Source: an optimization exercise on an open RTL-to-GDS flow (aim: small area and a short achievable clock period). Production flows keep margins and buffers that such runs may drop.
The RTL was checked by simulation tests, not by an equivalence proof against the original design.
Power figures rest on the tool's default switching activity, not on a simulated workload.

==> flow/design.v <==
module memory_responder #(
    parameter int WAIT_CYCLES = 2
) (
    input  logic        clk,
    input  logic        rst,
    input  logic [7:0]  MemAddr,
    input  logic [15:0] MemD,
    input  logic        memReq,
    input  logic        memWe,
    output logic [15:0] MemQ,
    output logic        memReady,
    output logic        busy,
    input  logic        progWe,
    input  logic [7:0]  progAddr,
    input  logic [15:0] progData
);
    localparam logic [3:0] WAIT_INIT = 4'(WAIT_CYCLES);
    typedef enum logic [1:0] {
        S_IDLE = 2'd0,
        S_WAIT = 2'd1,
        S_DONE = 2'd2
    } state_t;
    state_t      state;
    state_t      state_nxt;
    logic [3:0]  cnt;
    logic [3:0]  cnt_nxt;
    logic        accept;
    logic        enter_done;
    logic [7:0]  addr_q;
    logic [15:0] data_q;
    logic        we_q;
    logic [7:0]  acc_addr;
    logic [15:0] acc_data;
    logic        acc_we;
    logic        prog_wr;
    logic [15:0] mem [256];
    assign acc_addr = (state == S_IDLE) ? MemAddr : addr_q;
    assign acc_data = (state == S_IDLE) ? MemD    : data_q;
    assign acc_we   = (state == S_IDLE) ? memWe   : we_q;
    assign prog_wr  = (state == S_IDLE) && progWe;
    always_comb begin
        state_nxt  = state;
        cnt_nxt    = cnt;
        accept     = 1'b0;
        enter_done = 1'b0;
        case (state)
            S_IDLE: begin
                if (!progWe && memReq) begin
                    accept = 1'b1;
                    if (WAIT_CYCLES == 0) begin
                        state_nxt  = S_DONE;
                        enter_done = 1'b1;
                        cnt_nxt    = 4'd0;
                    end else begin
                        state_nxt  = S_WAIT;
                        cnt_nxt    = WAIT_INIT;
                    end
                end
            end
            S_WAIT: begin
                cnt_nxt = cnt - 4'd1;
                if (cnt <= 4'd1) begin
                    state_nxt  = S_DONE;
                    enter_done = 1'b1;
                    cnt_nxt    = 4'd0;
                end
            end
            S_DONE: begin
                state_nxt = S_IDLE;
            end
            default: begin
                state_nxt = S_IDLE;
                cnt_nxt   = 4'd0;
            end
        endcase
    end
    always_ff @(posedge clk or negedge rst) begin
        if (!rst) begin
            state <= S_IDLE;
            cnt   <= 4'd0;
        end else begin
            state <= state_nxt;
            cnt   <= cnt_nxt;
        end
    end
    always_ff @(posedge clk or negedge rst) begin
        if (!rst) begin
            addr_q <= 8'h00;
            data_q <= 16'h0000;
            we_q   <= 1'b0;
        end else if (accept) begin
            addr_q <= MemAddr;
            data_q <= MemD;
            we_q   <= memWe;
        end
    end
    always_ff @(posedge clk or negedge rst) begin
        if (!rst) begin
            MemQ <= 16'h0000;
        end else if (enter_done && !acc_we) begin
            MemQ <= mem[acc_addr];
        end
    end
    always_ff @(posedge clk) begin
        if (prog_wr) begin
            mem[progAddr] <= progData;
        end else if (enter_done && acc_we) begin
            mem[acc_addr] <= acc_data;
        end
    end
    assign memReady = (state == S_DONE);
    assign busy     = (state != S_IDLE);
endmodule
==> flow/run.sh <==
#!/bin/bash
# synth_recipe.tcl (not shown) runs the flow's synth.tcl, then flattens the netlist and writes it again
# the make line also repeats each setting of config.mk as NAME=value (left out here)
make -C /OpenROAD-flow-scripts/flow DESIGN_CONFIG=/design/flow/config.mk WORK_HOME=/design/flow/orfs CLKGATE_MAP_FILE= SYNTH_SCRIPT=/design/flow/synth_recipe.tcl finish
==> flow/config.mk <==
export PLATFORM = sky130hd
export DESIGN_NAME = memory_responder
export DESIGN_NICKNAME = memory_responder
export VERILOG_FILES = /design/flow/design.v
export SDC_FILE = /design/flow/constraint.sdc
export NUM_CORES = 4
export LEC_CHECK = 0
export CAP_MARGIN = 20
export CORE_MARGIN = 2
export CORE_UTILIZATION = 35
export SETUP_SLACK_MARGIN = 0.2
export SLEW_MARGIN = 20
==> flow/constraint.sdc <==
create_clock -name core_clock -period 5.5 [get_ports {clk}]
set_input_delay 1.1000 -clock core_clock [delete_from_list [all_inputs] [get_ports {clk}]]
set_output_delay 1.1000 -clock core_clock [all_outputs]
set_load 0.01 [all_outputs]
==> results.py, run 1 <==
metrics = {
    "synthesis": {
        "synth_top_area_frac": 0.7556,
        "synthMuxAreaShare": 0.02262,
        "synth_top_family_by_area": "simple AND/OR/NAND/NOR gates",
        "synth.largest_area_cell": "edfxtp_1",
        "yosys.area_share.simple": 0.1315,
        "ys_seq_area_frac": 0.7629,
        "synth_cell_types": 81,
        "synth_flop_cell": "edfxtp_1",
        "netlist_instances": 11588,
        "synthTopCellsByArea": "edfxtp_1 76%, nand2_1 7.6%, nand3_1 2.6%",
        "ys_seq_elements": 4143,
        "syn_area_sq_um": 162800,
        "syn_nets": 11643,
        "synth_edf_count": 4096,
        "async_reset_ff_frac": 0.01134,
        "synth-xor-area-share": 0.00005381,
        "avgSynthCellArea_sq_um": 14.05,
        "synth-compound-area-share": 0.05949,
        "ys_warn_count": 1,
        "synth_fa_ha_area_frac": 0.0001537,
    },
    "finish": {
        "final_util": 0.4082,
        "fin_nets": 12191,
        "design_area_sq_um": 189100,
        "final_cells": 18655,
        "drive_gt1_frac": 0.1284,
        "syn2layout_area_growth_pct": 16.18,
    },
    "critical_path": {
        "critical-path-slowest-cell": "nor4_2",
        "cp-start-kind": "register",
        "critPathRequiredTime_ns": 6.30,
        "r2r_setup_slack_ns": 0.25,
        "cpLargestDelayFamily": "simple AND/OR/NAND/NOR gates",
        "cp_num_buf_inv": 4,
        "path_max_fanout": 35,
        "critPathArrivalTime_ns": 6.05,
        "path_cells": "nor2_4, inv_4, mux2_4, nand2_2, nor3_1, buf_4, buf_4, a32oi_1, nand4_1, a211oi_1, buf_4, nor4_2, a211oi_1",
        "cp_slowest_stage_delay_ns": 0.82,
        "cpMostUsedCell": "buf_4",
        "endpoint_kind": "register",
        "crit_type": "reg -> reg",
    },
    "sta": {
        "fin_crit_sh": 0.9551,
        "rsz0062_at_grt": "false",
        "slew_violations": 0,
        "min_period_ns": 5.253,
        "relSlewSlack": 0.1695,
        "fin_ws_ns": 0.2468,
        "worst_slew_pin_slew_ns": 1.235,
        "finalHoldViolations": 0,
        "skew_ns": 0.08692,
        "finalSetupViolations": 0,
        "fmax_ghz": 0.1904,
    },
    "detailed_routing": {
        "routedWlPerCell_microns": 26.46,
        "drtPass1Iterations": 6,
        "routed_wl_mm": 493.7,
        "num_vias": 102834,
        "route.detailed.drc": 0,
        "drt_iter0_drc": 12522,
        "antenna_left": 0,
        "vias_per_cell": 5.512,
    },
    "placed_design": {
        "numPortBuffers": 70,
        "placed_cells": 17903,
        "gp_congestion": 0.8723,
        "place_area_sq_um": 176100,
        "pre_cts_slack_ns": -0.1028,
        "dp_hpwl_mm": 299.9,
    },
    "grt": {
        "antenna_found_initial": 33,
        "grt_overflow": 0,
        "grt_max_degree": 185,
        "track_usage": 0.2022,
        "grt_pass1_wl_mm": 702.1,
        "grt_pass1_vias": 96222,
    },
    "clock_network": {
        "cts_root_buf": "clkbuf_16",
        "cts_tree": "yes",
        "cts-resized-gates": 0,
        "clockBufferDepth": 4,
        "cts_hold_buf": 0,
        "clkTransAtPathRegs_ns": 0.06,
        "numCtsBuffers": 404,
        "htree_levels": 5,
        "insertion_delay_ns": 1.04,
        "postCtsSetupRepairBufs": 0,
        "cts.sinks": 4143,
    },
    "floorplan": {
        "initial_utilization": 0.3514,
        "die-area_sq_um": 470500,
        "rows": 250,
        "io-pin-count": 71,
        "chipHeight_microns": 686.0,
        "die_w_microns": 686.0,
        "core_sq_um": 463300,
    },
    "outcome": {
        "status": "no timing/DRC/antenna violations",
    },
    "hold_path": {
        "min_path_type": "in -> async",
    },
    "power_and_ir_drop": {
        "ir_drop_mv": 0.4473,
        "leakage_nw": 62.62,
        "powerDensity_nw_per_um2": 535.9,
    },
    "flow_run": {
        "drv_cap": 0,
    },
}
==> routing by layer <==
layer | share of wire | global-route usage | up-vias
met1 | 0.41 | 0.2806 | 52466
li1 | - | - | 44720
met3 | 0.097 | 0.04004 | 755
met4 | 0.036 | 0.06861 | 12
met5 | 0.00016 | 0 | -
met2 | 0.46 | 0.3181 | 4881
==> worst paths after layout <==
kind                                            start               endpoint  cells past startpoint
worst max register to register   state[0]$_DFFE_PN0P_    MemQ[5]$_DFFE_PN0P_                     13
worst min register to register  data_q[2]$_DFFE_PN0P_  data_q[2]$_DFFE_PN0P_                      1
min in group core_clock         data_q[2]$_DFFE_PN0P_  data_q[2]$_DFFE_PN0P_                      1
worst max-delay path             state[0]$_DFFE_PN0P_    MemQ[5]$_DFFE_PN0P_                     13
max in group asynchronous                         rst    MemQ[8]$_DFFE_PN0P_                      1
worst min-delay path                              rst   state[1]$_DFFE_PN0P_                      1
==> cells by family (layout without fill, tap and decap cells) <==
logic type                 after synthesis  after routing
and+or+nand+nor                       5000           5000
DFF                                   4143           4143
AOI/OAI and AO/OA                     1357           1357
buffers and inverters                  770           1650
muxes                                  315            315
adders and majority gates                2              2
xor gates and xnor gates                 1              1
other                                    0             13
==> sequential cells by signal, indices dropped and copies added, names as in the netlist <==
register / flops
we_q: 1
state: 2
data_q: 16
cnt: 4
MemQ: 16
mem: 4096
addr_q: 8
==> through the flow <==
step	power (mW)	hold WS [ns]	setup TNS [ns]
floorplan	58.19	0.4806	-2331.87
global placement	73.79	0.4880	-0.1045
detailed placement	74.04	0.4947	-0.1201
CTS	101.2	0.1515	0
global route	104.7	0.2135	0
finish	101.3	0.1751	0
==> placed cells by master (no fill, tap or decap), types with 92 or more instances in the layout <==
cell / synthesis / final
a21oi_1: 200 / 200
a31oi_1: 337 / 319
nor2_1: 297 / 270
mux2i_1: 248 / 248
a311oi_1: 94 / 94
clkbuf_16: 0 / 407
nand2_1: 3284 / 3284
nand4_1: 217 / 217
clkinv_1: 0 / 92
buf_4: 75 / 697
nand3_1: 837 / 821
edfxtp_1: 4096 / 4096
a32oi_1: 286 / 286
and3_1: 260 / 260
buf_12: 0 / 138
o21ai_0: 101 / 99
==> cell usage after synthesis (39+ instances only) <==
cell          n
a211oi_1     84
a21oi_1     200
a311oi_1     94
a31oi_1     337
a32oi_1     286
and3_1      260
buf_1        39
buf_2       380
buf_4        75
clkbuf_1    246
dfrtp_1      47
edfxtp_1   4096
mux2i_1     248
nand2_1    3284
nand3_1     837
nand4_1     217
nor2_1      297
o2111ai_1    57
o21ai_0     101
==> power by group <==
part	switching (mW)	total [mW]	leakage (nW)	internal (mW)
clock network	12.1	27.4	6.29	15.3
logic	25.9	36.6	19.0	10.7
registers	0.404	37.3	37.3	36.9
total	38.4	101	62.6	62.9
==> final cells by class <==
cell class	count	area [sq um]
fillers	41825	274200
flip-flops and latches	4143	124200
multi-input cells	6675	35530
clock buffers	494	10570
repair buffers	905	8697
well taps	6174	7725
clock inverters	244	2350
diodes	13	32.53
inverters	7	28.78
==> run 2, diff against run 1 <==
==> flow/design.v (replaced) <==
module memory_responder #(
    parameter int WAIT_CYCLES = 2
) (
    input  logic        clk,
    input  logic        rst,
    input  logic [7:0]  MemAddr,
    input  logic [15:0] MemD,
    input  logic        memReq,
    input  logic        memWe,
    output logic [15:0] MemQ,
    output logic        memReady,
    output logic        busy,
    input  logic        progWe,
    input  logic [7:0]  progAddr,
    input  logic [15:0] progData
);
    function automatic logic [3:0] onehot2(input logic [1:0] a);
        onehot2 = 4'h1 << a;
    endfunction
    function automatic logic [15:0] onehot4(input logic [3:0] a);
        onehot4 = 16'h0001 << a;
    endfunction
    function automatic logic [63:0] onehot6(input logic [5:0] a);
        onehot6 = 64'h1 << a;
    endfunction
    logic busy_q, s1_q, s2_q, rdy_q;
    logic accept, load, wr_now;
    assign accept = !busy_q && !progWe && memReq;
    assign load   = !busy_q && progWe;
    assign wr_now = load || (accept && memWe);
    always_ff @(posedge clk or negedge rst) begin
        if (!rst) begin
            busy_q <= 1'b0;
            s1_q   <= 1'b0;
            s2_q   <= 1'b0;
            rdy_q  <= 1'b0;
        end else begin
            busy_q <= accept || (busy_q && !rdy_q);
            s1_q   <= accept;
            s2_q   <= s1_q;
            rdy_q  <= s2_q;
        end
    end
    logic [3:0]  rtop_q;
    logic [63:0] rsel_q;
    logic        rdf_q;
    always_ff @(posedge clk) begin
        if (!busy_q) begin
            rtop_q <= onehot2(MemAddr[7:6]);
            rsel_q <= onehot6(MemAddr[5:0]);
            rdf_q  <= !memWe;
        end
    end
    logic [7:0]  waddr_in;
    logic [15:0] whi_nxt;
    logic [15:0] whi_q, whin_q, wlo_q, wlon_q;
    logic [15:0] wd_q;
    assign waddr_in = progWe ? progAddr : MemAddr;
    assign whi_nxt  = wr_now ? onehot4(waddr_in[7:4]) : 16'h0000;
    always_ff @(posedge clk or negedge rst) begin
        if (!rst) begin
            whi_q  <= 16'h0000;
            whin_q <= 16'hffff;
        end else begin
            whi_q  <= whi_nxt;
            whin_q <= ~whi_nxt;
        end
    end
    always_ff @(posedge clk) begin
        wlo_q  <= onehot4(waddr_in[3:0]);
        wlon_q <= ~onehot4(waddr_in[3:0]);
        wd_q   <= progWe ? progData : MemD;
    end
    logic [15:0] mem [256];
    logic [15:0] mem_nxt [256];
    logic [255:0] wsel, hold;
    always_comb begin
        for (int i = 0; i < 256; i++) begin
            wsel[i]    = whi_q[i / 16] && wlo_q[i % 16];
            hold[i]    = whin_q[i / 16] || wlon_q[i % 16];
            mem_nxt[i] = ({16{wsel[i]}} & wd_q) | ({16{hold[i]}} & mem[i]);
        end
    end
    always_ff @(posedge clk) begin
        for (int i = 0; i < 256; i++) mem[i] <= mem_nxt[i];
    end
    logic [15:0] part [4];
    always_comb begin
        for (int g = 0; g < 4; g++) begin
            part[g] = 16'h0000;
            for (int k = 0; k < 64; k++) begin
                part[g] = part[g] | ({16{rsel_q[k]}} & mem[64 * g + k]);
            end
        end
    end
    logic [15:0] part_q [4];
    always_ff @(posedge clk) begin
        for (int g = 0; g < 4; g++) part_q[g] <= part[g];
    end
    logic [15:0] rdata;
    always_comb begin
        rdata = 16'h0000;
        for (int g = 0; g < 4; g++) rdata = rdata | ({16{rtop_q[g]}} & part_q[g]);
    end
    always_ff @(posedge clk or negedge rst) begin
        if (!rst) begin
            MemQ <= 16'h0000;
        end else if (s2_q && rdf_q) begin
            MemQ <= rdata;
        end
    end
    assign memReady = rdy_q;
    assign busy     = busy_q;
endmodule
==> flow/flow/run.sh (new file) <==
#!/bin/bash
# The standard layout, with one change: the port buffers that global placement inserts are
# sky130_fd_sc_hd__buf_2 instead of the cell buffer_ports picks on its own (a slow delay
# buffer, clkdlybuf4s50_1), which the footprint-matching resizer cannot replace later.
# Synthesis is the standard one, run unchanged. Each step's output goes to its own log here.
set -euo pipefail
bash standard.sh synth > synth.log 2>&1
bash standard.sh 'BUFFER_PORTS_ARGS=-buffer_cell sky130_fd_sc_hd__buf_2' finish > layout.log 2>&1
==> flow/standard.sh (new file) <==
#!/bin/bash
# synth_recipe.tcl (not shown) runs the flow's synth.tcl, then flattens the netlist and writes it again
# the make line also repeats each setting of config.mk as NAME=value (left out here)
make -C /OpenROAD-flow-scripts/flow DESIGN_CONFIG=/design/flow/config.mk WORK_HOME=/design/flow/orfs CLKGATE_MAP_FILE= SYNTH_SCRIPT=/design/flow/synth_recipe.tcl "${@:-finish}"
--- a/flow/config.mk
+++ b/flow/config.mk
@@ -8,5 +8,8 @@
 export CAP_MARGIN = 20
 export CORE_MARGIN = 2
-export CORE_UTILIZATION = 35
-export SETUP_SLACK_MARGIN = 0.2
-export SLEW_MARGIN = 20
+export CORE_UTILIZATION = 60
+export CTS_CLUSTER_DIAMETER = 50
+export CTS_CLUSTER_SIZE = 20
+export SETUP_SLACK_MARGIN = 2.8
+export SLEW_MARGIN = 50
+export TNS_END_PERCENT = 20
removed: flow/run.sh
==> run 2 against run 1 <==
Effect of this change:
- now fails the layout checks on antenna rules
- wire length rose by 29%
- sequential share of layout area shrank 15 points
- non-clock buffer count is 443 lower
- final cell count shrank 12%
- clock skew down 0.044 ns
- largest power group unchanged
- maximum frequency up 74%
- critical path type unchanged
- cell area fell by 7.9%
- clock-buffer cell count down 63
- register-to-register slack better by 2.2 ns
==> results.py, run 2 <==
metrics = {
    "sta": {
        "setup_tns_ns": 0,
        "hold_slack_ns": 0.1766,
        "worst_slew_pin_slew_ns": 0.9017,
        "finalHoldViolations": 0,
        "fmax_ghz": 0.3310,
        "fin_crit_sh": 0.5492,
        "relSlewSlack": 0.3989,
        "skew_ns": 0.04261,
        "min_period_ns": 3.021,
        "fin_ws_ns": 2.479,
        "slew_violations": 0,
        "finalSetupViolations": 0,
        "rsz0062_at_grt": "true",
    },
    "outcome": {
        "status": "complete, but fails checks",
        "so.violations": "antenna rules",
    },
    "clock_network": {
        "numCtsBuffers": 384,
        "cts_tree": "yes",
        "cts_root_buf": "clkbuf_16",
        "cts_hold_buf": 0,
        "htree_levels": 5,
        "cts.sinks": 4329,
        "clockBufferDepth": 4,
        "clkTransAtPathRegs_ns": 0.08,
        "insertion_delay_ns": 0.99,
    },
    "detailed_routing": {
        "routedWlPerCell_microns": 38.76,
        "vias_per_cell": 7.915,
        "route.detailed.drc": 0,
        "routed_wl_mm": 637.2,
        "num_vias": 130129,
        "drt_iter0_drc": 20100,
        "antenna_left": 2,
        "drtPass1Iterations": 8,
    },
    "placed_design": {
        "dp_hpwl_mm": 391.7,
        "gp_congestion": 0.9768,
        "numPortBuffers": 70,
        "pre_cts_slack_ns": 2.239,
    },
    "synthesis": {
        "synthTopCellsByArea": "dfxtp_1 54%, a22o_1 29%, a221oi_1 5.8%",
        "synth_top_area_frac": 0.5379,
        "netlist_instances": 13615,
        "synth_edf_count": 69,
        "yosysMostFrequentCell": "a22o_1",
        "syn_area_sq_um": 156600,
        "ys_top_cells_by_count": "5137 x a22o_1, 4208 x dfxtp_1, 1753 x clkbuf_1",
        "async_reset_ff_frac": 0.01201,
        "synth_cell_types": 37,
        "ys_seq_elements": 4329,
        "synthMuxAreaShare": 0.001286,
        "syn_nets": 13668,
        "avgSynthCellArea_sq_um": 11.50,
        "synth_flop_cell": "dfxtp_1",
        "yosys.area_share.simple": 0.03908,
        "synth-compound-area-share": 0.3468,
        "synth-xor-area-share": 0,
        "synth_fa_ha_area_frac": 0,
        "synth.largest_area_cell": "dfxtp_1",
        "synth_top_family_by_area": "compound AO/OA/AOI/OAI gates",
        "ys_warn_count": 5,
        "ys_seq_area_frac": 0.5596,
    },
    "critical_path": {
        "critPathArrivalTime_ns": 3.86,
        "crit_type": "reg -> reg",
        "critPathRequiredTime_ns": 6.33,
        "path_max_fanout": 34,
        "critical-path-slowest-cell": "or4_1",
        "endpoint_kind": "register",
        "path_cells": "buf_8, buf_12, a22o_1, a221oi_1, nand4_1, or4_1",
        "cp_slowest_stage_delay_ns": 0.64,
        "cp-start-kind": "register",
    },
    "finish": {
        "mostFrequentLayoutCells": "5135 x a22o_1, 4164 x dfxtp_1, 882 x a221oi_1",
        "largest_reg_flops": 4096,
        "syn2layout_area_growth_pct": 11.26,
        "regArea_sq_um": 87850,
        "fin_nets": 12504,
        "fill_cells": 19013,
        "final_common_cell": "a22o_1",
        "multi_input_area_sq_um": 62140,
        "reg_top3": "mem (4096), part_q (64), rsel_q (64)",
        "drive_gt1_frac": 0.1424,
        "regMostFlops": "mem",
    },
    "floorplan": {
        "chipHeight_microns": 514.9,
        "die-area_sq_um": 265100,
        "core_sq_um": 259500,
        "initial_utilization": 0.6035,
        "io-pin-count": 71,
        "die_w_microns": 514.9,
        "rows": 187,
    },
    "grt": {
        "grt_pass1_vias": 116822,
        "grt_pass1_wl_mm": 882.4,
        "grt_overflow": 0,
        "antenna_found_initial": 134,
        "track_usage": 0.4521,
        "grt_max_degree": 109,
    },
    "power_and_ir_drop": {
        "ir_drop_mv": 0.5248,
        "leakage_nw": 66.71,
        "powerDensity_nw_per_um2": 446.8,
    },
    "hold_path": {
        "min_path_type": "in -> async",
    },
    "flow_run": {
        "drv_cap": 0,
    },
}
## run 2: changes by cell type after synthesis, sizes merged, moves of 255 or more
cell	change
a22o	+5133
nand3	-830
dfxtp	+4208
clkbuf	+1503
or2	+257
and2	+255
a31oi	-338
nand2	-3223
a32oi	-285
a221oi	+1024
and3	-260
edfxtp	-4027
## run 2: layer usage
| metal | wire length, microns | vias up | part of all wire | global-route usage |
|---|---|---|---|---|
| met3 | 86230 | 2197 | 0.14 | 0.1449 |
| met5 | 237 | - | 0.00037 | 0 |
| met2 | 263700 | 10703 | 0.41 | 0.6326 |
| li1 | - | 51825 | - | - |
| met4 | 48080 | 36 | 0.075 | 0.2954 |
| met1 | 239000 | 65368 | 0.37 | 0.5972 |
## run 2: layout make-up
class                           instances  share of cell area
Clock inverter                        288             0.02080
Timing Repair Buffer                  462             0.03149
Antenna cell                          254            0.003648
Sequential cell                      4329              0.5042
Multi-Input combinational cell       7256              0.3566
Clock buffer                          431             0.05843
Tap cell                             3402             0.02443
Inverter                               18           0.0003949
## run 2: metrics by stage
stage          std cells  power (mW)  instance area [sq um]    util
3_3_place_gp       15250       46.03                 154800  0.5964
2_1_floorplan      13615       40.71                 156600       -
3_5_place_dp       15368       46.71                 156900  0.6048
4_1_cts            16125       76.04                 172000  0.6629
6_report           16440       77.85                 174200  0.6715
5_1_grt            16228       78.71                 173700  0.6695
## run 2: path summary, 6_finish.rpt
kind / from / cells after the start / end / slack, ns
max: rsel_q[13]$_SDFFCE_PP0N_ / 6 / part_q[2][5]$_DFF_P_ / 2.48
min: rst / 2 / s2_q$_DFF_PN0_ / 0.18
max reg2reg: rsel_q[13]$_SDFFCE_PP0N_ / 6 / part_q[2][5]$_DFF_P_ / 2.48
min reg2reg: s1_q$_DFF_PN0_ / 0 / s2_q$_DFF_PN0_ / 0.37
max in group asynchronous: rst / 2 / whi_q[9]$_DFF_PN0_ / 4.79
min in group core_clock: MemD[15] / 2 / wd_q[15]$_DFF_P_ / 0.36
## run 2: cells by family after synthesis
family,after synthesis
compound gates,6212
flops,4329
simple gates,1026
mux,18
buf+inv,2030
## run 2: critical path, delay by kind of cell (launching register included)
kind / cells / cell delay, ns
DFF: 1 / 0.40
and+or+nand+nor: 2 / 1.12
buffers and inverters: 2 / 0.46
AOI/OAI and AO/OA: 2 / 0.78
## run 2: where the power goes
| part | switching [mW] | internal, mW | total (mW) |
|---|---|---|---|
| clock | 13.9 | 15.5 | 29.5 |
| combinational | 9.77 | 3.57 | 13.3 |
| sequential | 1.79 | 33.2 | 35.0 |
| total | 25.5 | 52.3 | 77.9 |
## run 2: what timing repair did
action	CTS	global route
buffers inserted	31	18
gates cloned	7	15
setup endpoints to repair	71	68
resized for setup	151	135
pin swaps	56	60
==> run 3, diff against run 2 <==
--- a/flow/config.mk
+++ b/flow/config.mk
@@ -8,8 +8,8 @@
 export CAP_MARGIN = 20
 export CORE_MARGIN = 2
-export CORE_UTILIZATION = 60
-export CTS_CLUSTER_DIAMETER = 50
-export CTS_CLUSTER_SIZE = 20
-export SETUP_SLACK_MARGIN = 2.8
+export CORE_UTILIZATION = 45
+export CTS_CLUSTER_DIAMETER = 60
+export CTS_CLUSTER_SIZE = 25
+export SETUP_SLACK_MARGIN = 3.2
 export SLEW_MARGIN = 50
 export TNS_END_PERCENT = 20
==> run 3 against run 2 <==
Effect of this change:
- critical path type unchanged
- still fails the layout checks on antenna rules
- largest cell class unchanged
- critical endpoint is now part_q[2][1]$_DFF_P_
- clock power fell by 11%
- register-to-register slack got worse by 0.12 ns
- worst setup slack lost 0.12 ns
==> results.py, run 3 <==
metrics = {
    "outcome": {
        "status": "complete, but fails checks",
        "so.violations": "antenna rules",
    },
    "synthesis": {
        "synth_top_area_frac": 0.5379,
        "async_reset_ff_frac": 0.01201,
        "ys_seq_elements": 4329,
        "syn_area_sq_um": 156600,
        "syn_nets": 13668,
        "avgSynthCellArea_sq_um": 11.50,
        "netlist_instances": 13615,
        "ys_warn_count": 5,
        "synthTopCellsByArea": "dfxtp_1 54%, a22o_1 29%, a221oi_1 5.8%",
        "yosysMostFrequentCell": "a22o_1",
        "synth_cell_types": 37,
        "ys_top_cells_by_count": "5137 x a22o_1, 4208 x dfxtp_1, 1753 x clkbuf_1",
        "ys_seq_area_frac": 0.5596,
        "synth_flop_cell": "dfxtp_1",
        "synth.largest_area_cell": "dfxtp_1",
        "synth_edf_count": 69,
    },
    "critical_path": {
        "critPathArrivalTime_ns": 4.00,
        "critical-path-slowest-cell": "or4_1",
        "endpoint_kind": "register",
        "path_max_fanout": 64,
        "path_cells": "clkbuf_8, a221oi_2, nand4_1, or4_1",
        "critPathRequiredTime_ns": 6.36,
        "r2r_setup_slack_ns": 2.36,
        "cp_slowest_stage_delay_ns": 0.77,
        "cp-start-kind": "register",
        "cp_num_buf_inv": 1,
        "crit_type": "reg -> reg",
        "cpLargestDelayFamily": "simple AND/OR/NAND/NOR gates",
    },
    "sta": {
        "relSlewSlack": 0.4164,
        "min_period_ns": 3.143,
        "fmax_ghz": 0.3182,
        "finalSetupViolations": 0,
        "hold_slack_ns": 0.1401,
        "skew_ns": 0.09476,
        "setup_tns_ns": 0,
        "worst_slew_pin_slew_ns": 0.8753,
        "fin_crit_sh": 0.5714,
        "slew_violations": 0,
        "rsz0062_at_grt": "true",
        "finalHoldViolations": 0,
    },
    "clock_network": {
        "clockBufferDepth": 4,
        "insertion_delay_ns": 1.01,
        "clkTransAtPathRegs_ns": 0.08,
        "cts_hold_buf": 0,
        "htree_levels": 5,
        "cts.sinks": 4329,
        "cts_root_buf": "clkbuf_16",
        "numCtsBuffers": 322,
        "cts_tree": "yes",
    },
    "finish": {
        "regMostFlops": "mem",
        "syn2layout_area_growth_pct": 11.64,
        "fin_nets": 12452,
        "drive_gt1_frac": 0.1423,
        "final_common_cell": "a22o_1",
        "reg_top3": "mem (4096), part_q (64), rsel_q (64)",
        "final_cells": 17538,
        "mostFrequentLayoutCells": "5132 x a22o_1, 4169 x dfxtp_1, 808 x a221oi_1",
        "largest_reg_flops": 4096,
    },
    "detailed_routing": {
        "route.detailed.drc": 0,
        "drt_iter0_drc": 19195,
        "vias_per_cell": 7.298,
        "routed_wl_mm": 645.5,
        "drtPass1Iterations": 8,
        "routedWlPerCell_microns": 36.81,
        "antenna_left": 5,
        "num_vias": 127986,
    },
    "floorplan": {
        "die-area_sq_um": 352700,
        "die_w_microns": 593.9,
        "rows": 216,
        "initial_utilization": 0.4524,
        "io-pin-count": 71,
        "chipHeight_microns": 593.9,
        "core_sq_um": 346200,
    },
    "power_and_ir_drop": {
        "leakage_nw": 66.07,
        "ir_drop_mv": 0.2862,
        "powerDensity_nw_per_um2": 428.2,
    },
    "placed_design": {
        "placed_cells": 16534,
        "gp_congestion": 0.9932,
        "numPortBuffers": 70,
        "dp_hpwl_mm": 401.5,
    },
    "grt": {
        "grt_max_degree": 123,
        "grt_pass1_wl_mm": 899.4,
        "grt_pass1_vias": 117062,
        "track_usage": 0.3445,
        "antenna_found_initial": 150,
        "grt_overflow": 0,
    },
    "flow_run": {
        "drv_cap": 0,
    },
    "hold_path": {
        "min_path_type": "in -> async",
    },
}
run 3: cell counts after synthesis:
No cell type changed its count.
run 3: worst paths after layout:
check | from | endpoint | cells past startpoint
setup / recovery | rsel_q[53]$_SDFFCE_PN0N_ | part_q[2][1]$_DFF_P_ | 4
hold / removal | rst | MemQ[12]$_DFFE_PN0P_ | 2
setup reg to reg | rsel_q[53]$_SDFFCE_PN0N_ | part_q[2][1]$_DFF_P_ | 4
hold reg to reg | s1_q$_DFF_PN0_ | s2_q$_DFF_PN0_ | 0
max in group asynchronous | rst | MemQ[7]$_DFFE_PN0P_ | 2
min in group core_clock | MemD[12] | wd_q[12]$_DFF_P_ | 2
run 3: kinds of logic after synthesis:
kind of cell,after synthesis,synth area share
AOI/OAI and AO/OA,6212,0.3468
DFF,4329,0.5596
buffers and inverters,2030,0.05323
and+or+nand+nor,1026,0.03908
muxes,18,0.001286
run 3: metal layers:
metal / up-vias / wire [microns] / global-route usage / part of all wire
li1: 51714 / - / - / -
met1: 65162 / 252200 / 0.4564 / 0.39
met2: 9253 / 271100 / 0.4904 / 0.42
met3: 1819 / 75370 / 0.09111 / 0.12
met4: 38 / 46590 / 0.2303 / 0.072
met5: - / 279 / 0.001758 / 0.00043
run 3: per-stage QoR:
step	total power, mW	setup slack (ns)	cell area (sq um)	util
after floorplan	40.71	3.286	156600	-
after global placement	46.04	1.792	156200	0.4512
after detailed placement	46.60	2.093	158200	0.4569
after CTS	73.60	2.657	172700	0.4990
after global routing	76.03	2.561	174400	0.5038
final	74.87	2.357	174800	0.5050
run 3: power breakdown:
group / internal [mW] / leakage (nW) / switching (mW)
Clock: 12.6 / 5.65 / 13.7
Sequential: 33.2 / 35.3 / 1.70
Combinational: 3.83 / 25.1 / 9.79
run 3: repair_timing:
item	CTS	global route
gates resized for setup	318	76
endpoints found under the setup margin	86	92
cloned	20	8
buffers inserted	47	7
pin swaps	121	45
run 3: final cells by class:
cell class,instances,area (sq um)
fill,29551,171400
sequential,4329,87850
multi-input combinational,7256,62860
clock buffer,359,8517
timing repair buffer,472,5907
tap,4578,5728
clock inverter,240,3189
antenna,286,715.7
inverter,18,71.32
==> run 4, diff against run 3 <==
==> flow/run.sh (new file) <==
#!/bin/bash
# synth_recipe.tcl (not shown) runs the flow's synth.tcl, then flattens the netlist and writes it again
# the make line also repeats each setting of config.mk as NAME=value (left out here)
make -C /OpenROAD-flow-scripts/flow DESIGN_CONFIG=/design/flow/config.mk WORK_HOME=/design/flow/orfs CLKGATE_MAP_FILE= SYNTH_SCRIPT=/design/flow/synth_recipe.tcl finish
--- a/flow/config.mk
+++ b/flow/config.mk
@@ -8,5 +8,5 @@
 export CAP_MARGIN = 20
 export CORE_MARGIN = 2
-export CORE_UTILIZATION = 45
+export CORE_UTILIZATION = 35
 export CTS_CLUSTER_DIAMETER = 60
 export CTS_CLUSTER_SIZE = 25
removed: flow/flow/run.sh
removed: flow/standard.sh
==> run 4 against run 3 <==
Effect of this change:
- the layout still fails its checks (antenna rules)
- sequential power hardly changed
- clock-buffer cell count is 38 lower
- final cell count is 6.6% higher
- core utilization is 11 points lower
- non-clock buffer count is 2 higher
- die area is 28% higher
- maximum frequency is 2.2% lower
- flip-flop and latch count stayed put
- area after synthesis stayed put
- cell area is 0.19% lower
- largest cell class unchanged
- largest power group unchanged
- highest routed layer unchanged
==> results.py, run 4 <==
metrics = {
    "floorplan": {
        "core_sq_um": 445400,
        "io-pin-count": 71,
        "initial_utilization": 0.3516,
        "die-area_sq_um": 452800,
        "die_w_microns": 672.9,
        "chipHeight_microns": 672.9,
        "rows": 245,
    },
    "critical_path": {
        "cp-start-kind": "register",
        "crit_type": "reg -> reg",
        "critPathRequiredTime_ns": 6.37,
        "critPathArrivalTime_ns": 4.08,
        "path_max_fanout": 16,
        "endpoint_kind": "register",
    },
    "grt": {
        "grt_pass1_vias": 111451,
        "antenna_found_initial": 114,
        "grt_overflow": 0,
        "track_usage": 0.2546,
        "grt_max_degree": 117,
        "grt_pass1_wl_mm": 860.2,
    },
    "sta": {
        "slew_violations": 0,
        "hold_slack_ns": 0.1695,
        "relSlewSlack": 0.4265,
        "setup_tns_ns": 0,
        "finalSetupViolations": 0,
        "fmax_ghz": 0.3112,
        "skew_ns": 0.07086,
        "fin_crit_sh": 0.5842,
        "min_period_ns": 3.213,
        "finalHoldViolations": 0,
        "rsz0062_at_grt": "true",
        "worst_slew_pin_slew_ns": 0.8577,
    },
    "detailed_routing": {
        "num_vias": 123718,
        "routed_wl_mm": 618.2,
        "drt_iter0_drc": 18225,
        "drtPass1Iterations": 7,
        "vias_per_cell": 6.615,
        "routedWlPerCell_microns": 33.05,
        "route.detailed.drc": 0,
        "antenna_left": 1,
    },
    "synthesis": {
        "synthTopCellsByArea": "dfxtp_1 54%, a22o_1 29%, a221oi_1 5.8%",
        "avgSynthCellArea_sq_um": 11.50,
        "synth_flop_cell": "dfxtp_1",
        "synth_edf_count": 69,
        "syn_area_sq_um": 156600,
        "synth_cell_types": 37,
        "async_reset_ff_frac": 0.01201,
        "ys_seq_elements": 4329,
        "yosysMostFrequentCell": "a22o_1",
        "ys_warn_count": 5,
        "synth_top_area_frac": 0.5379,
        "ys_seq_area_frac": 0.5596,
        "syn_nets": 13668,
        "ys_top_cells_by_count": "5137 x a22o_1, 4208 x dfxtp_1, 1753 x clkbuf_1",
        "synth.largest_area_cell": "dfxtp_1",
        "netlist_instances": 13615,
    },
    "finish": {
        "largest_reg_flops": 4096,
        "reg_top3": "mem (4096), part_q (64), rsel_q (64)",
        "syn2layout_area_growth_pct": 11.43,
        "drive_gt1_frac": 0.1316,
        "mostFrequentLayoutCells": "5132 x a22o_1, 4162 x dfxtp_1, 796 x a221oi_1",
        "final_common_cell": "a22o_1",
        "regMostFlops": "mem",
        "fin_nets": 12412,
        "fill_cells": 42138,
    },
    "clock_network": {
        "clockBufferDepth": 4,
        "htree_levels": 5,
        "cts.sinks": 4329,
        "cts_root_buf": "clkbuf_16",
        "insertion_delay_ns": 1.00,
        "clkTransAtPathRegs_ns": 0.09,
        "numCtsBuffers": 280,
        "cts_tree": "yes",
        "cts_hold_buf": 0,
    },
    "hold_path": {
        "min_path_type": "in -> async",
    },
    "power_and_ir_drop": {
        "leakage_nw": 65.12,
        "powerDensity_nw_per_um2": 411.4,
        "p_total_mw": 71.80,
        "ir_drop_mv": 0.3170,
    },
    "outcome": {
        "so.violations": "antenna rules",
        "status": "complete, but fails checks",
    },
    "flow_run": {
        "drv_cap": 0,
    },
    "placed_design": {
        "gp_congestion": 0.9475,
        "dp_hpwl_mm": 379.2,
        "numPortBuffers": 70,
    },
}
[run 4: cell counts after synthesis]
No cell type changed its count.
[run 4: layout make-up]
class,instances,area (sq um),share of cell area
antenna,191,478.0,0.002739
tap,5928,7417,0.04250
clock inverter,185,2261,0.01296
timing repair buffer,474,6096,0.03493
sequential,4329,87840,0.5033
multi-input combinational,7256,62900,0.3605
inverter,18,71.32,0.0004087
clock buffer,321,7440,0.04263
[run 4: per-stage QoR]
step / worst slack [ns] / area (sq um) / std cells / util
finish: 2.287 / 174500 / 18702 / 0.3918
global placement: 2.081 / 158300 / 17795 / 0.3555
global route: 2.581 / 174100 / 18541 / 0.3909
detailed placement: 2.212 / 159800 / 17854 / 0.3587
floorplan: 3.286 / 156600 / 13615 / -
CTS: 2.749 / 171600 / 18406 / 0.3852
[run 4: what timing repair did]
action,4_1_cts,5_1_grt
endpoints found under the setup margin,95,105
setup buffers,39,51
pin swaps,100,62
resized for setup,363,171
gates cloned,7,19
[run 4: worst paths after layout]
check	from	to	slack [ns]	depth (start not counted)
worst max-delay path	rsel_q[33]$_SDFFCE_PN0N_	part_q[2][11]$_DFF_P_	2.29	4
worst min-delay path	rst	MemQ[0]$_DFFE_PN0P_	0.17	2
worst max register to register	rsel_q[33]$_SDFFCE_PN0N_	part_q[2][11]$_DFF_P_	2.29	4
worst min register to register	s1_q$_DFF_PN0_	s2_q$_DFF_PN0_	0.35	0
max in group asynchronous	rst	MemQ[11]$_DFFE_PN0P_	4.77	2
min in group core_clock	s1_q$_DFF_PN0_	s2_q$_DFF_PN0_	0.35	0
[run 4: per-layer routing]
| layer | track usage | part of all wire |
|---|---|---|
| met2 | 0.3704 | 0.43 |
| met1 | 0.3405 | 0.40 |
| met3 | 0.06624 | 0.11 |
| met5 | 0.0007440 | 0.00022 |
| met4 | 0.1448 | 0.062 |
[run 4: critical path: stages, from the launching register on]
cell,delay (ns)
edfxtp_1,0.51
buf_4,0.28
a221oi_1,0.77
nand4_1,0.79
or4_1,0.73
[run 4: report_power, final]
group / leakage [nW] / internal [mW] / total (mW) / switching (mW)
clock network: 4.71 / 10.7 / 23.5 / 12.8
registers: 35.3 / 33.2 / 35.0 / 1.72
logic: 25.1 / 3.91 / 13.4 / 9.48
total: 65.1 / 47.8 / 71.8 / 23.9
[run 4: cell families after synthesis]
group,share of synthesized area
AO/OA/AOI/OAI,0.3468
flip-flops,0.5596
buffers and inverters,0.05323
AND/OR/NAND/NOR,0.03908
multiplexers,0.001286
==> run 5, diff against run 4 <==
--- a/flow/config.mk
+++ b/flow/config.mk
@@ -8,8 +8,6 @@
 export CAP_MARGIN = 20
 export CORE_MARGIN = 2
-export CORE_UTILIZATION = 35
-export CTS_CLUSTER_DIAMETER = 60
-export CTS_CLUSTER_SIZE = 25
-export SETUP_SLACK_MARGIN = 3.2
+export CORE_UTILIZATION = 60
+export SETUP_SLACK_MARGIN = 2.8
 export SLEW_MARGIN = 50
 export TNS_END_PERCENT = 20
==> run 5 against run 4 <==
Effect of this change:
- still fails the layout checks on antenna rules
- flip-flop and latch count did not move
- die area fell by 41%
- final cell count down 12%
- combinational power about the same
- clock skew decreased by 0.021 ns
- power rose by 9.4%
- via count rose by 5.2%
- maximum frequency grew 6.9%
- sequential power hardly changed
- non-clock buffer count shrank 4
- sequential share of layout area shrank 0.33 points
- area after synthesis is the same
- critical path type unchanged
- largest power group unchanged
==> results.py, run 5 <==
metrics = {
    "outcome": {
        "status": "complete, but fails checks",
        "so.violations": "antenna rules",
    },
    "synthesis": {
        "yosysMostFrequentCell": "a22o_1",
        "synthTopCellsByArea": "dfxtp_1 54%, a22o_1 29%, a221oi_1 5.8%",
        "synth_cell_types": 37,
        "synth_top_area_frac": 0.5379,
        "synth_top_family_by_area": "compound AO/OA/AOI/OAI gates",
        "netlist_instances": 13615,
        "syn_nets": 13668,
        "yosys.area_share.simple": 0.03908,
        "syn_area_sq_um": 156600,
        "synth-xor-area-share": 0,
        "synth_edf_count": 69,
        "synthMuxAreaShare": 0.001286,
        "synth_flop_cell": "dfxtp_1",
        "synth-compound-area-share": 0.3468,
        "synth.largest_area_cell": "dfxtp_1",
        "synth_fa_ha_area_frac": 0,
        "ys_seq_area_frac": 0.5596,
        "avgSynthCellArea_sq_um": 11.50,
        "ys_seq_elements": 4329,
        "ys_top_cells_by_count": "5137 x a22o_1, 4208 x dfxtp_1, 1753 x clkbuf_1",
        "ys_warn_count": 5,
        "async_reset_ff_frac": 0.01201,
    },
    "sta": {
        "worst_slew_pin_slew_ns": 0.9347,
        "setup_tns_ns": 0,
        "rsz0062_at_grt": "true",
        "min_period_ns": 3.005,
        "skew_ns": 0.05021,
        "fmax_ghz": 0.3328,
        "finalHoldViolations": 0,
        "relSlewSlack": 0.3769,
        "finalSetupViolations": 0,
        "slew_violations": 0,
        "fin_crit_sh": 0.5464,
    },
    "placed_design": {
        "placed_cells": 15356,
        "gp_congestion": 0.9664,
        "place_area_sq_um": 157000,
        "dp_hpwl_mm": 390.7,
        "numPortBuffers": 70,
    },
    "power_and_ir_drop": {
        "leakage_nw": 67.35,
        "ir_drop_mv": 0.3894,
        "p_total_mw": 78.55,
        "powerDensity_nw_per_um2": 447.1,
    },
    "grt": {
        "grt_pass1_vias": 118150,
        "track_usage": 0.4544,
        "grt_overflow": 0,
        "grt_pass1_wl_mm": 885.0,
        "antenna_found_initial": 140,
        "grt_max_degree": 123,
    },
    "clock_network": {
        "cts_tree": "yes",
        "clockBufferDepth": 4,
        "insertion_delay_ns": 1.00,
        "cts.sinks": 4329,
        "cts_root_buf": "clkbuf_16",
        "htree_levels": 5,
        "numCtsBuffers": 425,
        "clkTransAtPathRegs_ns": 0.07,
    },
    "critical_path": {
        "path_max_fanout": 7,
        "crit_type": "reg -> reg",
        "critPathRequiredTime_ns": 6.33,
        "critical-path-slowest-cell": "or4_1",
        "path_cells": "buf_6, buf_12, buf_6, buf_12, buf_8, a22o_1, a221oi_2, nand4_1, or4_1",
        "cp-start-kind": "register",
        "cp_slowest_stage_delay_ns": 0.61,
        "reg2reg_from": "rsel_q[24]$_SDFFCE_PP0N_",
        "worst_r2r_path_depth": 9,
        "critPathArrivalTime_ns": 3.84,
        "reg2reg_to": "part_q[0][3]$_DFF_P_",
        "endpoint_kind": "register",
        "r2r_setup_slack_ns": 2.49,
    },
    "finish": {
        "final_cells": 16537,
        "largest_reg_flops": 4096,
        "fill_cells": 19041,
        "regMostFlops": "mem",
        "regArea_sq_um": 87850,
        "final_common_cell": "a22o_1",
        "drive_gt1_frac": 0.1380,
        "design_area_sq_um": 175700,
        "final_util": 0.6771,
        "reg_top3": "mem (4096), part_q (64), rsel_q (64)",
        "fin_nets": 12553,
        "mostFrequentLayoutCells": "5126 x a22o_1, 4165 x dfxtp_1, 861 x a221oi_1",
        "multi_input_area_sq_um": 62370,
        "syn2layout_area_growth_pct": 12.18,
    },
    "detailed_routing": {
        "route.detailed.drc": 0,
        "antenna_left": 7,
        "vias_per_cell": 7.871,
        "drtPass1Iterations": 9,
        "dr.max_layer_used": "met5",
        "num_vias": 130158,
        "routed_wl_mm": 635.6,
        "met3_length_mm": 87.23,
        "drt-met1-wl_mm": 238.6,
        "routedWlPerCell_microns": 38.44,
        "wl_met2_mm": 260.5,
        "drt_iter0_drc": 21309,
    },
    "floorplan": {
        "die-area_sq_um": 265100,
        "io-pin-count": 71,
        "chipHeight_microns": 514.9,
        "core_sq_um": 259500,
        "die_w_microns": 514.9,
        "rows": 187,
        "initial_utilization": 0.6035,
    },
    "flow_run": {
        "drv_cap": 0,
    },
    "hold_path": {
        "min_path_type": "in -> async",
    },
}
-- run 5: metrics by stage --
step / worst slack [ns] / hold slack (ns)
after floorplan: 2.903 / 0.3312
after global placement: 1.686 / 0.3395
after global routing: 2.636 / 0.2186
final: 2.495 / 0.1593
after detailed placement: 1.861 / 0.3503
after CTS: 2.663 / 0.1655
-- run 5: critical path, delay by kind of cell, from the launching register on --
family / cells / cell delay (ns)
buf+inv: 5 / 0.70
simple gates: 2 / 1.18
flops: 1 / 0.38
compound gates: 2 / 0.55
-- run 5: final cells by class --
cell class,count,area share
flip-flops and latches,4329,0.5000
well taps,3402,0.02423
clock inverters,156,0.009486
multi-input cells,7256,0.3550
diodes,287,0.004088
clock buffers,619,0.07207
repair buffers,470,0.03468
inverters,18,0.0003917
-- run 5: worst max-delay path by stage --
stage	depth (start not counted)	end	from
after floorplan	4	whin_q[0]$_DFF_PN1_	busy_q$_DFF_PN0_
after global placement	5	part_q[1][13]$_DFF_P_	rsel_q[24]$_SDFFCE_PP0N_
after detailed placement	4	rsel_q[26]$_SDFFCE_PP0N_	MemAddr[4]
after CTS	7	part_q[2][13]$_DFF_P_	rsel_q[24]$_SDFFCE_PP0N_
after global routing	9	part_q[0][9]$_DFF_P_	rsel_q[24]$_SDFFCE_PP0N_
final	9	part_q[0][3]$_DFF_P_	rsel_q[24]$_SDFFCE_PP0N_
-- run 5: logic make-up after synthesis --
logic type / Yosys count
buffers and inverters: 2030
muxes: 18
and+or+nand+nor: 1026
AOI/OAI and AO/OA: 6212
DFF: 4329
-- run 5: metal layers --
| layer | vias up | track usage |
|---|---|---|
| met5 | - | 0.0001826 |
| met4 | 42 | 0.3062 |
| met3 | 2282 | 0.1552 |
| met2 | 10669 | 0.6338 |
| met1 | 65180 | 0.5921 |
| li1 | 51985 | - |
-- run 5: timing repair --
| item | CTS | global route |
|---|---|---|
| hold buffers | 0 | 0 |
| resized for setup | 256 | 144 |
| cloned | 16 | 7 |
| buffers inserted | 34 | 20 |
| setup endpoints to repair | 82 | 75 |
| pin swaps | 76 | 69 |
-- run 5: power breakdown --
group          leakage [nW]  switching, mW  total [mW]  internal [mW]
clock network          7.09           12.8        30.1           17.3
logic                  24.9           9.63        13.4           3.76
registers              35.3           1.79        35.1           33.3
total                  67.4           24.2        78.5           54.3

-- re-timing with driven ports --
No port has a modelled driver above. Below, the same layouts with a new extraction and two added sets of constraints. Step 1 assumes that a clkbuf_16 drives the clock port and a buf_2 every other input. Step 2 times the ports against the registers' clock, not the clock port: input delays grow and output delays shrink by t, the midpoint of the rising clock arrivals with the driver on. Slacks: ideal ports / drivers / drivers and shift; pairs: ideal ports / drivers.
run	shift t [ns]	setup WS [ns]	hold slack, ns	worst setup path at the end	slew at the worst register clock pin (ns)
run 1	1.111	0.247 / 0.247 / -0.188	0.175 / 0.085 / 0.506	input to register	0.07 / 0.07
run 2	1.075	2.479 / 2.479 / 2.194	0.177 / 0.097 / 0.369	input to register	0.09 / 0.09
run 3	1.069	2.357 / 2.357 / 2.064	0.140 / 0.064 / 0.372	input to register	0.10 / 0.10
run 4	1.090	2.287 / 2.287 / 1.990	0.169 / 0.069 / 0.354	input to register	0.10 / 0.10
run 5	1.094	2.495 / 2.495 / 1.714	0.159 / 0.068 / 0.369	input to register	0.07 / 0.07
Met with ideal ports but missed after step 2: setup timing in run 1. The setup slack of run 5, which loses most, moves by 0.000 ns with the drivers and by -0.781 ns with both steps.
